Context: an optimization exercise on an open-source flow, tuned for small area, a short achievable clock period and few clock cycles per item. The choices shown serve that exercise and are no tape-out recipe.
In this exercise RTL edits were held to simulation tests only and were not proved equivalent to the original.
Power is estimated from default activity; no workload was simulated.

==> design/flow/design.v <==
package pblru_pkg;
    localparam int BUFFER_SLOTS = 16;
    localparam int SLOT_W       = $clog2(BUFFER_SLOTS);
    localparam int SLOT_FIELD_W = 4;
    localparam int PAGE_W       = 16;
    localparam int CMD_W        = 2;
    localparam int CFG_W        = 5;
    localparam int APB_ADDR_W   = 3;
    localparam int APB_DATA_W   = 32;
    localparam logic [APB_ADDR_W-1:0] ADDR_SLOTS_IN_USE = 3'd0;
    localparam logic [CFG_W-1:0]      SLOTS_IN_USE_RST  = 5'd16;
    localparam logic [CMD_W-1:0] OP_ACCESS = 2'd0;
    localparam logic [CMD_W-1:0] OP_CREATE = 2'd1;
    localparam logic [CMD_W-1:0] OP_DROP   = 2'd2;
    localparam logic [CMD_W-1:0] OP_FLUSH  = 2'd3;
endpackage
import pblru_pkg::*;
module pblru_ctrl
(
    input  logic              clk,
    input  logic              rst_n,
    input  logic              in_valid,
    output logic              in_ready,
    input  logic [CMD_W-1:0]  in_cmd,
    input  logic [PAGE_W-1:0] in_page_id,
    input  logic              done,        
    output logic              cmd_valid,
    output logic [3:0]        cmd_is,      
    output logic [PAGE_W-1:0] cmd_page,
    output logic              load,        
    output logic [PAGE_W-1:0] load_page    
);
    logic              in_valid_reg, in_valid_next;
    logic              skid_valid_next;
    logic              in_ready_reg;
    logic [CMD_W-1:0]  in_op_reg;
    logic [PAGE_W-1:0] in_page_reg;
    logic              skid_valid_reg;
    logic [CMD_W-1:0]  skid_op_reg;
    logic [PAGE_W-1:0] skid_page_reg;
    logic              main_valid_reg;
    logic [3:0]        main_is_reg;
    logic [CMD_W-1:0]  load_op;
    logic [PAGE_W-1:0] main_page_reg;
    logic              main_free;
    assign in_ready  = in_ready_reg;
    assign main_free = !main_valid_reg || done;
    always_comb begin
        if (main_free) begin
            skid_valid_next = skid_valid_reg && in_valid_reg;
        end
        else begin
            skid_valid_next = skid_valid_reg || in_valid_reg;
        end
        if (in_ready_reg) begin
            in_valid_next = in_valid;
        end
        else begin
            in_valid_next = in_valid_reg && !main_free;
        end
    end
    always_ff @(posedge clk or negedge rst_n) begin
        if (!rst_n) begin
            in_valid_reg   <= 1'b0;
            skid_valid_reg <= 1'b0;
            main_valid_reg <= 1'b0;
        end
        else begin
            if (main_free) begin
                main_valid_reg <= skid_valid_reg || in_valid_reg;
            end
            skid_valid_reg <= skid_valid_next;
            in_valid_reg   <= in_valid_next;
        end
    end
    always_ff @(posedge clk) begin
        in_ready_reg <= !(in_valid_next && skid_valid_next);
    end
    always_ff @(posedge clk) begin
        if (in_ready_reg) begin
            in_op_reg   <= in_cmd;
            in_page_reg <= in_page_id;
        end
        if (main_free) begin
            main_is_reg   <= 4'b0001 << load_op;
            main_page_reg <= load_page;
        end
        if (!skid_valid_reg || main_free) begin
            skid_op_reg   <= in_op_reg;
            skid_page_reg <= in_page_reg;
        end
    end
    assign load      = main_free;
    assign load_page = skid_valid_reg ? skid_page_reg : in_page_reg;
    assign load_op   = skid_valid_reg ? skid_op_reg : in_op_reg;
    assign cmd_valid = main_valid_reg;
    assign cmd_is    = main_is_reg;
    assign cmd_page  = main_page_reg;
endmodule
import pblru_pkg::*;
module pblru_dp
(
    input  logic                    clk,
    input  logic                    rst_n,
    input  logic [BUFFER_SLOTS-1:0] active_mask,
    input  logic                    cmd_valid,
    input  logic [3:0]              cmd_is,
    input  logic [PAGE_W-1:0]       cmd_page,
    input  logic                    load,
    input  logic [PAGE_W-1:0]       load_page,
    output logic                    done,
    output logic                    out_valid,
    input  logic                    out_ready,
    output logic                    out_hit,
    output logic [SLOT_FIELD_W-1:0] out_slot,
    output logic [PAGE_W-1:0]       out_page_number,
    output logic                    out_writeback_valid,
    output logic [PAGE_W-1:0]       out_writeback_page,
    output logic                    out_last
);
    localparam int N = BUFFER_SLOTS;
    function automatic [N-1:0] lowest_1h(input [N-1:0] b);
        lowest_1h = b & ~(b - N'(1));
    endfunction
    function automatic [SLOT_W-1:0] enc(input [N-1:0] oh);
        integer i;
        begin
            enc = '0;
            for (i = 0; i < N; i = i + 1) begin
                if (oh[i]) enc = enc | i[SLOT_W-1:0];
            end
        end
    endfunction
    logic [N-1:0]             slot_valid_reg;
    logic [N-1:0][PAGE_W-1:0] slot_page_reg;
    logic [N-1:0][N-1:0]      newer_reg;       
    logic [PAGE_W-1:0]        next_new_page_reg;
    logic [N-1:0]             page_eq_reg;
    logic [N-1:0]             page_eq_next;
    logic                    r1_valid_reg;
    logic                    r1_hit_reg;
    logic [SLOT_W-1:0]       r1_slot_reg;
    logic                    r1_wbv_reg;
    logic                    r1_last_reg;
    logic                    r1_flush_reg;
    logic [PAGE_W-1:0]       r1_page_reg;      
    logic [N-1:0]            r1_use_reg;       
    logic                    r1_place_reg;     
    logic [N-1:0]            r1_slot_1h;
    logic [N-1:0]            pend_we_1h;
    logic                    out_valid_reg;
    logic                    out_hit_reg;
    logic [SLOT_FIELD_W-1:0] out_slot_reg;
    logic [PAGE_W-1:0]       out_page_reg;
    logic                    out_wbv_reg;
    logic [PAGE_W-1:0]       out_wbp_reg;
    logic                    out_last_reg;
    logic          out_free, r1_move, r1_free, exec;
    logic          flushing_reg;                
    logic          is_access, is_create, is_drop, is_flush;
    logic [N-1:0]  occ, occ_old, match, hit_1h, empty, empty_1h, lru_1h, victim_1h;
    logic [N-1:0]  use_1h, use_now, flush_1h, flush_rest;
    logic          hit, has_empty, place, do_use;
    logic [SLOT_W-1:0] slot_idx;
    logic [PAGE_W-1:0] new_page, sel_page;
    logic [N-1:0][N-1:0] older;                
    assign is_access = !flushing_reg && cmd_is[OP_ACCESS];
    assign is_create = !flushing_reg && cmd_is[OP_CREATE];
    assign is_drop   = !flushing_reg && cmd_is[OP_DROP];
    assign is_flush  = flushing_reg || cmd_is[OP_FLUSH];
    assign out_free = !out_valid_reg || out_ready;
    assign r1_move  = r1_valid_reg && out_free;
    assign r1_free  = !r1_valid_reg || out_free;
    assign exec     = (cmd_valid || flushing_reg) && r1_free;
    assign done     = cmd_valid && !flushing_reg && r1_free;
    always_comb begin
        for (int i = 0; i < N; i++) begin
            for (int j = 0; j < N; j++) begin
                if (i < j)      older[i][j] = !newer_reg[i][j];
                else if (i > j) older[i][j] = newer_reg[j][i];
                else            older[i][j] = 1'b1;
            end
        end
    end
    always_comb begin
        occ     = slot_valid_reg & active_mask;
        occ_old = occ & ~r1_use_reg;
        empty   = ~slot_valid_reg & active_mask;
        for (int i = 0; i < N; i++) begin
            match[i]  = occ[i] && page_eq_reg[i];
            lru_1h[i] = occ_old[i];
            for (int j = 0; j < N; j++) begin
                if (j != i) lru_1h[i] = lru_1h[i] && (!occ_old[j] || older[i][j]);
            end
            if (i == 0) lru_1h[i] = lru_1h[i] || !active_mask[1];
        end
    end
    assign hit       = |match;
    assign hit_1h    = lowest_1h(match);
    assign has_empty = |empty;
    assign empty_1h  = lowest_1h(empty);
    assign victim_1h = has_empty ? empty_1h : lru_1h;
    assign place     = is_create || (is_access && !hit);
    assign do_use    = is_create || is_access;
    assign use_1h    = (is_access && hit) ? hit_1h : victim_1h;
    assign use_now   = (exec && do_use) ? use_1h : '0;
    assign new_page  = is_create ? next_new_page_reg : cmd_page;
    assign flush_1h   = lowest_1h(occ);
    assign flush_rest = occ & ~flush_1h;
    assign slot_idx   = is_flush ? enc(flush_1h)
                      : ((is_drop || (is_access && hit)) ? enc(hit_1h) : enc(victim_1h));
    always_comb begin
        for (int i = 0; i < N; i++) begin
            r1_slot_1h[i] = (r1_slot_reg == SLOT_W'(i));
        end
    end
    assign pend_we_1h = r1_place_reg ? r1_slot_1h : '0;
    always_comb begin
        sel_page = '0;
        for (int i = 0; i < N; i++) begin
            sel_page = sel_page | (slot_page_reg[i] & {PAGE_W{r1_slot_1h[i]}});
        end
    end
    always_comb begin
        for (int i = 0; i < N; i++) begin
            page_eq_next[i] = (cmd_valid && place && victim_1h[i]) ? (new_page == load_page)
                            : pend_we_1h[i] ? (r1_page_reg == load_page)
                            : (slot_page_reg[i] == load_page);
        end
    end
    always_ff @(posedge clk or negedge rst_n) begin
        if (!rst_n) begin
            slot_valid_reg    <= '0;
            next_new_page_reg <= '0;
            flushing_reg      <= 1'b0;
            r1_valid_reg      <= 1'b0;
            r1_use_reg        <= '0;
            r1_place_reg      <= 1'b0;
            out_valid_reg     <= 1'b0;
        end
        else begin
            if (exec) begin
                if (is_flush)   slot_valid_reg <= flush_rest | (slot_valid_reg & ~active_mask);
                else if (is_drop) slot_valid_reg <= slot_valid_reg & ~match;
                else if (place) slot_valid_reg <= slot_valid_reg | victim_1h;
                if (is_create) next_new_page_reg <= next_new_page_reg + PAGE_W'(1);
                flushing_reg <= is_flush && (flush_rest != '0);
            end
            if (r1_free) begin
                r1_valid_reg <= exec;
                r1_use_reg   <= use_now;
                r1_place_reg <= exec && place;
            end
            out_valid_reg <= r1_move || (out_valid_reg && !out_ready);
        end
    end
    always_ff @(posedge clk) begin
        for (int i = 0; i < N; i++) begin
            if (r1_move && pend_we_1h[i]) slot_page_reg[i] <= r1_page_reg;
            for (int j = i + 1; j < N; j++) begin
                newer_reg[i][j] <= r1_use_reg[i] || (newer_reg[i][j] && !r1_use_reg[j]);
            end
        end
        if (load) page_eq_reg <= page_eq_next;
        if (exec) begin
            r1_hit_reg   <= !is_flush && !place && hit;
            r1_slot_reg  <= slot_idx;
            r1_wbv_reg   <= is_flush ? (occ != '0) : (place && !has_empty);
            r1_last_reg  <= !is_flush || (flush_rest == '0);
            r1_flush_reg <= is_flush;
            r1_page_reg  <= new_page;
        end
        if (r1_move) begin
            out_hit_reg  <= r1_hit_reg;
            out_slot_reg <= r1_slot_reg;
            out_page_reg <= r1_flush_reg ? (sel_page & {PAGE_W{r1_wbv_reg}}) : r1_page_reg;
            out_wbv_reg  <= r1_wbv_reg;
            out_wbp_reg  <= sel_page & {PAGE_W{r1_wbv_reg}};
            out_last_reg <= r1_last_reg;
        end
    end
    assign out_valid           = out_valid_reg;
    assign out_hit             = out_hit_reg;
    assign out_slot            = out_slot_reg;
    assign out_page_number     = out_page_reg;
    assign out_writeback_valid = out_wbv_reg;
    assign out_writeback_page  = out_wbp_reg;
    assign out_last            = out_last_reg;
endmodule
import pblru_pkg::*;
module page_buffer_lru_replacement
(
    input  logic                  clk,
    input  logic                  rst_n,
    input  logic                  psel,
    input  logic                  penable,
    input  logic                  pwrite,
    input  logic [APB_ADDR_W-1:0] paddr,
    input  logic [APB_DATA_W-1:0] pwdata,
    output logic [APB_DATA_W-1:0] prdata,
    output logic                  pready,
    input  logic                  in_valid,
    output logic                  in_ready,
    input  logic [CMD_W-1:0]      in_cmd,
    input  logic [PAGE_W-1:0]     in_page_id,
    output logic                  out_valid,
    input  logic                  out_ready,
    output logic                  out_hit,
    output logic [SLOT_FIELD_W-1:0] out_slot,
    output logic [PAGE_W-1:0]     out_page_number,
    output logic                  out_writeback_valid,
    output logic [PAGE_W-1:0]     out_writeback_page,
    output logic                  out_last
);
    logic [CFG_W-1:0]        slots_in_use_reg, slots_in_use_next;
    logic [CFG_W-1:0]        prdata_reg;
    logic [BUFFER_SLOTS-1:0] active_mask;
    logic [BUFFER_SLOTS-2:0] active_hi_reg, active_hi_next;
    logic                    cfg_write;
    logic                    done;
    logic                    cmd_valid;
    logic [3:0]              cmd_is;
    logic [PAGE_W-1:0]       cmd_page;
    logic                    load;
    logic [PAGE_W-1:0]       load_page;
    assign pready    = 1'b1;
    assign cfg_write = psel && penable && pwrite && (paddr == ADDR_SLOTS_IN_USE);
    assign slots_in_use_next = cfg_write ? pwdata[CFG_W-1:0] : slots_in_use_reg;
    assign prdata            = APB_DATA_W'(prdata_reg);
    always_ff @(posedge clk or negedge rst_n) begin
        if (!rst_n) begin
            slots_in_use_reg <= SLOTS_IN_USE_RST;
            active_hi_reg    <= '1;
        end
        else begin
            if (cfg_write) begin
                slots_in_use_reg <= pwdata[CFG_W-1:0];
                active_hi_reg    <= active_hi_next;
            end
        end
    end
    always_ff @(posedge clk) begin
        prdata_reg <= (paddr == ADDR_SLOTS_IN_USE) ? slots_in_use_next : '0;
    end
    always_comb begin
        for (int i = 1; i < BUFFER_SLOTS; i++) begin
            active_hi_next[i-1] = (i < int'(pwdata[CFG_W-1:0]));
        end
    end
    assign active_mask = {active_hi_reg, 1'b1};
    pblru_ctrl u_ctrl (
        .clk        (clk),
        .rst_n      (rst_n),
        .in_valid   (in_valid),
        .in_ready   (in_ready),
        .in_cmd     (in_cmd),
        .in_page_id (in_page_id),
        .done       (done),
        .cmd_valid  (cmd_valid),
        .cmd_is     (cmd_is),
        .cmd_page   (cmd_page),
        .load       (load),
        .load_page  (load_page)
    );
    pblru_dp u_dp (
        .clk                 (clk),
        .rst_n               (rst_n),
        .active_mask         (active_mask),
        .cmd_valid           (cmd_valid),
        .cmd_is              (cmd_is),
        .cmd_page            (cmd_page),
        .load                (load),
        .load_page           (load_page),
        .done                (done),
        .out_valid           (out_valid),
        .out_ready           (out_ready),
        .out_hit             (out_hit),
        .out_slot            (out_slot),
        .out_page_number     (out_page_number),
        .out_writeback_valid (out_writeback_valid),
        .out_writeback_page  (out_writeback_page),
        .out_last            (out_last)
    );
endmodule
==> design/flow/flow/run.sh <==
#!/bin/bash
# The standard layout (standard.sh), with a few extra ORFS settings read
# from flow/knobs.txt, one NAME=value per line: the resizer's setup repair
# aims for extra slack and the port buffers use a plain buffer cell. The
# clock, constraints and synthesis are the standard flow's own, unchanged.
set -euo pipefail
args=()
while IFS= read -r line; do
  [[ -n "$line" ]] && args+=("$line")
done < "$(dirname "$0")/knobs.txt"
bash standard.sh "${args[@]}" finish > flow_make.log 2>&1
==> design/flow/flow/knobs.txt <==
SETUP_SLACK_MARGIN=7.62
BUFFER_PORTS_ARGS=-buffer_cell sky130_fd_sc_hd__buf_2
==> design/flow/standard.sh <==
#!/bin/bash
# synth_recipe.tcl (not shown) runs the flow's synth.tcl, then flattens the netlist and writes it again
# the make line also repeats each setting of config.mk as NAME=value (left out here)
make -C /OpenROAD-flow-scripts/flow DESIGN_CONFIG=/design/flow/config.mk WORK_HOME=/design/flow/orfs CLKGATE_MAP_FILE= SYNTH_SCRIPT=/design/flow/synth_recipe.tcl "${@:-finish}"
==> design/flow/config.mk <==
export PLATFORM = sky130hd
export DESIGN_NAME = page_buffer_lru_replacement
export DESIGN_NICKNAME = page_buffer_lru_replacement
export VERILOG_FILES = /design/flow/design.v
export SDC_FILE = /design/flow/constraint.sdc
export NUM_CORES = 4
export LEC_CHECK = 0
export CAP_MARGIN = 20
export CORE_MARGIN = 2
export CORE_UTILIZATION = 40
export CTS_CLUSTER_DIAMETER = 80
export CTS_CLUSTER_SIZE = 26
export PLACE_DENSITY = 0.85
export SLEW_MARGIN = 20
==> design/flow/constraint.sdc <==
create_clock -name core_clock -period 11.0 [get_ports {clk}]
set_input_delay 2.2000 -clock core_clock [delete_from_list [all_inputs] [get_ports {clk}]]
set_output_delay 2.2000 -clock core_clock [all_outputs]
set_load 0.01 [all_outputs]
==> results of run 1 <==
[path summary, 6_finish.rpt]
kind	startpoint	endpoint	slack, ns	cells after the start
worst max register to register	u_dp.r1_use_reg[12]	u_dp.page_eq_reg[12]	7.55	7
worst min-delay path	u_ctrl.in_page_reg[0]	u_ctrl.skid_page_reg[0]	0.49	0
min in group asynchronous	rst_n	u_dp.next_new_page_reg[12]	1.36	1
worst max-delay path	u_ctrl.in_ready_reg	in_ready	7.55	2
worst min register to register	u_ctrl.in_page_reg[0]	u_ctrl.skid_page_reg[0]	0.49	0
max in group asynchronous	rst_n	u_dp.r1_use_reg[6]	8.37	2
[metrics by stage]
stage,worst slack [ns],power [mW]
floorplan,7.30,5.67
global placement,6.23,6.90
detailed placement,6.21,6.97
CTS,7.49,8.42
global route,7.53,8.86
finish,7.55,8.57
[logic make-up after synthesis]
logic type      count (synthesis)
compound gates                590
other cells                     2
simple gates                  566
xor+xnor                      303
fa+ha+maj                       5
mux                            67
buf+inv                       228
flops                         592
[power by group through the flow]
stage                     Clock, mW  Sequential, mW  Combinational [mW]
final                          1.38            3.86                3.34
after global routing           1.46            3.91                3.50
after CTS                      1.39            3.84                3.20
after detailed placement          0            3.88                3.09
after global placement            0            3.86                3.04
after floorplan                   0            3.53                2.15
[per-layer routing]
layer / vias up / part of all wire / global-route usage
li1: 8927 / - / -
met1: 10400 / 0.37 / 0.333
met2: 1677 / 0.46 / 0.411
met3: 323 / 0.11 / 0.0392
met4: 2 / 0.068 / 0.140
met5: - / 0.00014 / 0
[what timing repair did]
| item | in CTS | in global routing |
|---|---|---|
| pin swaps | 10 | 3 |
| setup endpoints to repair | 361 | 66 |
| hold endpoints to repair | 0 | 0 |
| cloned | 3 | 1 |
| setup buffers | 29 | 12 |
| gates resized for setup | 22 | 13 |
[worst max-delay path: cells and delay by family, from the launching register on]
family | cells | cell delay [ns]
DFF | 1 | 0.35
buffers and inverters | 2 | 0.24
[synthesized netlist by cell type, types with 14 or more instances]
master,instances,area [µm²]
a211oi_1,14,105
a21o_1,118,886
a21oi_1,54,270
a221oi_1,42,368
a22o_1,44,385
a22oi_1,89,668
a31oi_1,25,156
and3_1,17,106
buf_2,52,260
buf_4,38,285
clkbuf_1,83,312
dfrtp_1,59,1480
dfstp_2,16,420
dfxtp_1,126,2520
edfxtp_1,391,11700
inv_1,46,173
mux2_2,47,529
mux2i_1,16,160
nand2_1,117,439
nand2b_1,19,119
nand3_1,72,360
nand3b_1,14,105
nand4_1,89,557
nor2_1,80,300
nor2b_1,17,106
nor3_1,28,140
nor4_1,36,225
o21a_1,17,128
o21ai_0,55,275
o22ai_1,44,275
xnor2_1,42,368
xor2_1,261,2290
[final cells by class]
| cell class | instances | area (µm²) | share of cell area |
|---|---|---|---|
| flip-flops and latches | 592 | 16200 | 0.518 |
| clock inverters | 15 | 219 | 0.00701 |
| inverters | 48 | 184 | 0.00589 |
| multi-input cells | 1561 | 11400 | 0.366 |
| repair inverters | 1 | 7.51 | 0.000240 |
| well taps | 940 | 1180 | 0.0377 |
| clock buffers | 35 | 822 | 0.0263 |
| repair buffers | 164 | 1220 | 0.0391 |
==> flow_summary.toml, run 1 <==
[synthesis]
synthArstFlopShare = 0.127
syn_area_um2 = 28100
synthFlopType = "edfxtp_1"
synth_edf_count = 391
syn_area_per_cell_um2 = 11.9
synthAdderAreaFrac = 0.00187
synth_cell_type_count = 88
synth-xor-area-share = 0.0944
synth-seq-cells = 592
muxShareOfSynthArea = 0.0261
synth_cells = 2353
synth_top_family_by_area = "compound AO/OA/AOI/OAI gates"
synth_compound_area_frac = 0.152
yosysSeqAreaShare = 0.575
synth-simple-area-share = 0.112
ys.warnings.count = 3

[finish]
fillerInstances = 6330
layout_common_cells = "edfxtp_1, xor2_1, dfxtp_1, a21o_1, nand2_1"
fin_util = 0.448
final_cell_count_no_fill = 3356
mostFrequentLayoutCell = "edfxtp_1"
drive_gt1_frac = 0.158
area_growth_pct = 11.1
finalInstanceArea_um2 = 31200
antenna_cells = 0
largest_reg_flops = 256
final_nets = 2460

[power_and_ir_drop]
vdd_drop_max_uv = 191
switching_share = 0.422
seqPwrFrac = 0.450
internal_power_mw = 4.95
p_comb_frac = 0.389
p_switching_mw = 3.62
clockPowerShare = 0.161
cellLeakagePower_nw = 11.3
powerDensity_nw_per_um2 = 274

[timing]
fmax_ghz = 0.290
skew_ns = 0.0303
holdWs_ns = 0.490
rsz0062_at_grt = "yes"
worst_slew_pin_slew_ns = 1.20
relSlewSlack = 0.201
maxSlewViolCount = 0
post-route-period-util = 0.314
setup_viol = 0
min_period_ns = 3.45
tns_ns = 0
final-hold-violation-count = 0

[route]
first_pass_iters = 6
dr_total_vias = 21300
drt_iter0_drc = 3594
ant_nets = 0
totalWireLength_um = 94200
wl_per_cell_um = 28.1
viasPerCell = 6.35
route.detailed.drc = 0

[place]
placed_cells = 3260
place_area_um2 = 29600
dp_hpwl_um = 64300
io_buffers = 78
place_congestion = 0.978

[critical_path]
crit_type = "register to output pin"
worstPathRequired_ns = 8.80
critPathMaxFanout = 2
arrival_ns = 1.25
end_kind = "output pin"
cp_slowest_cell = "dfxtp_2"
max_stage_delay_ns = 0.35
start_kind = "register"
crit_chain = "buf_12 > buf_6"

[clock_tree]
cts.sinks = 592
h-tree-depth = 1
cts-root-buf = "clkbuf_16"
cts_hold_buf = 0
cts_made_buffers = 31
clk_pin_slew_ns = 0.10
clock_path_buffers = 3
clkLatencyLatePin_ns = 0.67
cts_tree = "built"

[run]
drv_cap = 0

[floorplanning]
start_util = 0.403
dieHeight_um = 269
rows = 97
die-area_um2 = 72400
die-width_um = 269
io_pins = 134
core_um2 = 69800

[global_routing]
grt-ovfl-total = 0
first_global_vias = 20000
grt_start_max_net_pins = 69
antenna_found_initial = 1
grt_use_total = 0.256
grt_pass1_wl_um = 136000

[run_status]
status = "timing/DRC/antenna clean"

[worst_hold_path]
hold_path.class = "register to register"
Testbench counts, summed over its fixed seeds: cycles 23,954, items 20,000.
==> run 2: changes to the inputs <==
--- a/design/flow/config.mk
+++ b/design/flow/config.mk
@@ -12,3 +12,3 @@
 export CTS_CLUSTER_SIZE = 26
-export PLACE_DENSITY = 0.85
+export PLACE_DENSITY = 0.75
 export SLEW_MARGIN = 20
==> flow_summary.toml, run 2 <==
[timing]
relSlewSlack = 0.306
fmax_ghz = 0.298
skew_ns = 0.0537
setup_viol = 0
tns_ns = 0
setup_ws_ns = 7.65
holdWs_ns = 0.426
min_period_ns = 3.35
post-route-period-util = 0.305
worst_slew_pin_slew_ns = 1.04
maxSlewViolCount = 0
final-hold-violation-count = 0
rsz0062_at_grt = "yes"

[critical_path]
reg2reg_depth = 7
worstPathRequired_ns = 8.80
timing.rr.end = "u_dp.page_eq_reg[11]"
crit_chain = "buf_2"
critPathTopFamily = "flip-flops"
cp_slowest_cell = "edfxtp_1"
arrival_ns = 1.15
r2r_slack_ns = 7.68
start_kind = "register"
worstReg2RegStart = "active_hi_reg[10]"
end_kind = "output pin"
crit_type = "register to output pin"
critPathMaxFanout = 1
critPathBufInv = 1
max_stage_delay_ns = 0.43

[place]
place_area_um2 = 29600
dp_hpwl_um = 68200
place_congestion = 1.01
placed_cells = 3271
io_buffers = 78
dp_slack_ns = 6.12

[synthesis]
syn_area_um2 = 28100
synth_top_area_share = 0.418
synthFlopType = "edfxtp_1"
synth.area.top_cells = "edfxtp_1, dfxtp_1, xor2_1"
syn_area_per_cell_um2 = 11.9
synth_edf_count = 391
yosys.area.top_type = "edfxtp_1"
yosys-top-cells-count = "edfxtp_1, xor2_1, dfxtp_1"
ys.warnings.count = 3
synth-seq-cells = 592
synth_most_common_cell = "edfxtp_1"
synth_cells = 2353
synth_cell_type_count = 88
yosysSeqAreaShare = 0.575
synthArstFlopShare = 0.127

[worst_hold_path]
hold_start = "u_dp.r1_last_reg"
hold_end = "u_dp.out_last_reg"
holdPathStages = 0
hold_path.class = "register to register"

[finish]
layout_common_cells = "edfxtp_1, xor2_1, dfxtp_1, a21o_1, nand2_1"
largest_reg_flops = 256
final_cell_count_no_fill = 3365
antenna_cells = 0
area_growth_pct = 11.9
fin_util = 0.450
final_nets = 2461
mostFrequentLayoutCell = "edfxtp_1"
finalInstanceArea_um2 = 31400
drive_gt1_frac = 0.161
fillerInstances = 6364

[route]
totalWireLength_um = 98000
drt_iter0_drc = 3188
dr_total_vias = 21300
first_pass_iters = 6
ant_nets = 0
viasPerCell = 6.33
wl_per_cell_um = 29.1
route.detailed.drc = 0

[clock_tree]
h-tree-depth = 2
cts-root-buf = "clkbuf_16"
cts_hold_buf = 0
cts_tree = "built"
clkLatencyLatePin_ns = 0.61
cts_made_buffers = 35
cts.sinks = 592
clock_path_buffers = 3
clk_pin_slew_ns = 0.09

[floorplanning]
die-area_um2 = 72400
start_util = 0.403
dieHeight_um = 269
die-width_um = 269
io_pins = 134
core_um2 = 69800
rows = 97

[power_and_ir_drop]
p_comb_frac = 0.387
totalPowerFinal_mw = 8.74
powerDensity_nw_per_um2 = 278
seqPwrFrac = 0.434
cellLeakagePower_nw = 11.4
switching_share = 0.419
vdd_drop_max_uv = 156
p_switching_mw = 3.66
internal_power_mw = 5.08
clockPowerShare = 0.180

[global_routing]
grt_pass1_wl_um = 142000
antenna_found_initial = 0
grt_start_max_net_pins = 71
grt_use_total = 0.268
first_global_vias = 20600
grt-ovfl-total = 0

[run]
drv_cap = 0

[run_status]
status = "timing/DRC/antenna clean"
## run 2: cell types whose count changed in the layout (fill, tap and decap cells not counted), moves of 4 or more
| cell | delta |
|---|---|
| clkbuf_1 | +5 |
| clkbuf_16 | +6 |
| and3_4 | +6 |
| nor3_2 | +4 |
| nor4_1 | -4 |
| and3_2 | -6 |
## run 2: layout make-up
class                      count  area (µm²)  area share
clock buffer                  46         991      0.0315
sequential                   592       16200       0.514
tap                          940        1180      0.0374
clock inverter                16         293     0.00931
inverter                      48         184     0.00585
timing repair inverter         1        7.51    0.000239
multi-input combinational   1560       11500       0.365
timing repair buffer         162        1150      0.0367
## run 2: cell families (layout without fill, tap and decap cells)
| family | Yosys count | in the layout | share of synthesized area |
|---|---|---|---|
| AO/OA/AOI/OAI | 590 | 590 | 0.152 |
| XOR/XNOR | 303 | 303 | 0.0944 |
| adder cells (fa/ha/maj) | 5 | 5 | 0.00187 |
| buffers and inverters | 228 | 273 | 0.0386 |
| flip-flops | 592 | 592 | 0.575 |
| multiplexers | 67 | 67 | 0.0261 |
| other | 2 | 28 | 0.000267 |
| AND/OR/NAND/NOR | 566 | 567 | 0.112 |
## run 2: routing by layer
| layer | GRT usage | share of wire |
|---|---|---|
| met5 | 0 | 0 |
| met4 | 0.159 | 0.071 |
| met3 | 0.0419 | 0.094 |
| met2 | 0.434 | 0.46 |
| met1 | 0.340 | 0.37 |
## run 2: power by group through the flow
stage	clock (mW)	combinational, mW	sequential [mW]
final	1.57	3.38	3.79
after global routing	1.66	3.56	3.84
after CTS	1.59	3.28	3.77
after detailed placement	0	3.20	3.82
after global placement	0	3.15	3.80
after floorplan	0	2.15	3.53
## run 2: worst max-delay path by stage
stage,from,end,slack [ns],cells after the start
floorplan,out_ready,u_dp.slot_page_reg[100],7.30,5
global placement,out_ready,u_dp.page_eq_reg[4],6.18,4
detailed placement,out_ready,u_dp.page_eq_reg[5],6.12,4
CTS,out_ready,u_dp.slot_page_reg[73],7.52,5
global route,u_dp.out_slot_reg[2],out_slot[2],7.58,1
finish,u_dp.out_slot_reg[2],out_slot[2],7.65,1
## run 2: what timing repair did
item,CTS,global route
setup buffers,25,5
gates cloned,2,0
endpoints found under the setup margin,323,87
resized for setup,25,23
pin swaps,8,3
==> run 3: changes to the inputs <==
==> design/flow/flow/knobs.txt (replaced) <==
SETUP_SLACK_MARGIN=7.7
BUFFER_PORTS_ARGS=-buffer_cell sky130_fd_sc_hd__buf_2
==> flow_summary.toml, run 3 <==
[run_status]
status = "timing/DRC/antenna clean"

[finish]
regArea_um2 = 16200
mostFrequentLayoutCell = "edfxtp_1"
largest_reg_flops = 256
final_cell_count_no_fill = 3377
drive_gt1_frac = 0.171
fillerInstances = 6319
antenna_cells = 0
multiInputGateArea_um2 = 11500
layout_common_cells = "edfxtp_1, xor2_1, dfxtp_1, a21o_1, nand2_1"
area_growth_pct = 12.9
final_nets = 2474

[route]
wl_per_cell_um = 29.7
viasPerCell = 6.33
first_pass_iters = 5
route.detailed.drc = 0
dr_total_vias = 21400
totalWireLength_um = 100000
ant_nets = 0
drt_iter0_drc = 2792

[timing]
setup_viol = 0
holdWs_ns = 0.432
tns_ns = 0
final-hold-violation-count = 0
post-route-period-util = 0.312
maxSlewViolCount = 0
fmax_ghz = 0.291
relSlewSlack = 0.226
skew_ns = 0.0546
min_period_ns = 3.43
worst_slew_pin_slew_ns = 1.16
rsz0062_at_grt = "yes"

[global_routing]
grt_start_max_net_pins = 76
grt_use_total = 0.273
antenna_found_initial = 1
grt_pass1_wl_um = 144000
grt-ovfl-total = 0
first_global_vias = 20700

[floorplanning]
core_um2 = 69800
dieHeight_um = 269
io_pins = 134
rows = 97
die-area_um2 = 72400
start_util = 0.403
die-width_um = 269

[clock_tree]
clkLatencyLatePin_ns = 0.61
clock_path_buffers = 3
clk_pin_slew_ns = 0.09
cts-root-buf = "clkbuf_16"
h-tree-depth = 2
cts.sinks = 592
cts_tree = "built"
cts_made_buffers = 36
cts_hold_buf = 0

[critical_path]
cp_slowest_cell = "edfxtp_1"
max_stage_delay_ns = 0.49
crit_type = "register to output pin"
critPathMaxFanout = 1
critPathTopFamily = "flip-flops"
crit_chain = "buf_6"
critPathBufInv = 1
end_kind = "output pin"
start_kind = "register"
worstPathRequired_ns = 8.80
arrival_ns = 1.23

[place]
placed_cells = 3260
dp_hpwl_um = 69600
io_buffers = 78
place_congestion = 0.986

[synthesis]
yosys-top-cells-count = "edfxtp_1, xor2_1, dfxtp_1"
synth_edf_count = 391
synth_cell_type_count = 88
yosys.area.top_type = "edfxtp_1"
syn_area_um2 = 28100
synth-seq-cells = 592
yosysSeqAreaShare = 0.575
ys.warnings.count = 3
synthFlopType = "edfxtp_1"
synth_top_area_share = 0.418
synthArstFlopShare = 0.127
synth_cells = 2353
synth_most_common_cell = "edfxtp_1"
syn_area_per_cell_um2 = 11.9
synth.area.top_cells = "edfxtp_1, dfxtp_1, xor2_1"

[worst_hold_path]
hold_path.class = "register to register"

[run]
drv_cap = 0

[power_and_ir_drop]
cellLeakagePower_nw = 11.5
powerDensity_nw_per_um2 = 278
vdd_drop_max_uv = 154
## run 3: cell counts after synthesis
No cell type changed its count.
## run 3: stage by stage
stage / power [mW] / setup slack [ns] / util / instance area (µm²)
floorplan: 5.67 / 7.30 / - / 28500
global placement: 7.00 / 6.10 / 0.423 / 29500
detailed placement: 7.05 / 6.07 / 0.424 / 29600
CTS: 8.69 / 7.54 / 0.449 / 31300
global route: 9.11 / 7.52 / 0.455 / 31700
finish: 8.81 / 7.57 / 0.455 / 31700
## run 3: layout make-up
type | count | area share
Timing Repair Buffer | 174 | 0.0450
Inverter | 48 | 0.00579
Timing Repair inverter | 1 | 0.000237
Clock inverter | 20 | 0.00855
Sequential cell | 592 | 0.509
Clock buffer | 42 | 0.0307
Tap cell | 940 | 0.0371
Multi-Input combinational cell | 1560 | 0.363
## run 3: path summary, 6_finish.rpt
check                                             start                         to  slack (ns)  depth (start not counted)
worst min-delay path                    u_dp.r1_hit_reg           u_dp.out_hit_reg        0.43                          0
worst min register to register          u_dp.r1_hit_reg           u_dp.out_hit_reg        0.43                          0
worst max-delay path                   u_dp.out_wbv_reg        out_writeback_valid        7.57                          1
worst max register to register  u_dp.slot_valid_reg[11]        u_dp.r1_slot_reg[0]        7.67                          7
min in group asynchronous                         rst_n  u_dp.next_new_page_reg[4]        1.64                          1
max in group asynchronous                         rst_n     u_dp.slot_valid_reg[0]        8.77                          1
## run 3: where the power goes
group,internal (mW),switching [mW]
sequential,3.15,0.736
clock,0.690,0.864
combinational,1.22,2.16
total,5.06,3.76
## run 3: timing repair
item | 4_1_cts | 5_1_grt
setup buffers | 30 | 22
gates cloned | 2 | 1
gates resized for setup | 41 | 27
endpoints found under the hold margin | 0 | 0
pin swaps | 8 | 10
setup endpoints to repair | 352 | 245
## run 3: metal layers
metal	GRT usage	wire, µm	part of all wire
met1	0.356	38400	0.38
met3	0.0434	9440	0.094
met2	0.441	46600	0.46
met4	0.142	5940	0.059
met5	0	0	0
## run 3: worst reg2reg max path, delay by kind of cell, from the launching register on
kind / cells / cell delay (ns)
AO/OA/AOI/OAI: 2 / 0.75
flip-flops: 1 / 0.71
AND/OR/NAND/NOR: 5 / 1.56
## run 3: kinds of logic (layout without fill, tap and decap cells)
group	count (synthesis)	after routing	synth area share
AOI/OAI and AO/OA	590	590	0.152
xor gates and xnor gates	303	303	0.0944
adders and majority gates	5	5	0.00187
buffers and inverters	228	285	0.0386
DFF	592	592	0.575
muxes	67	67	0.0261
other	2	28	0.000267
and+or+nand+nor	566	567	0.112

[separate check: timing with driven ports]
How much do the figures lean on ideal ports? The routed layouts below were timed once more, with nothing changed but the port constraints.
Step 1 assumes that a clkbuf_16 drives the clock port and a buf_2 every other input.
Step 2 times the ports against the registers' clock, not the clock port: input delays grow and output delays shrink by t, the midpoint of the rising clock arrivals with the driver on.
Slacks: ideal / step 1 / step 2; pairs: ideal / step 1.
run	t (ns)	setup slack, ns	hold WS [ns]	cell pins on the clock port's net
run 1	0.722	7.551 / 7.481 / 6.998	0.490 / 0.490 / 0.490	1
run 2	0.645	7.647 / 7.584 / 7.050	0.426 / 0.426 / 0.426	1
run 3	0.649	7.566 / 7.498 / 7.087	0.432 / 0.432 / 0.432	1
After both steps every run listed still meets setup and hold. For run 2, which loses most, drivers alone change the setup slack by -0.063 ns; drivers and shift together by -0.597 ns.
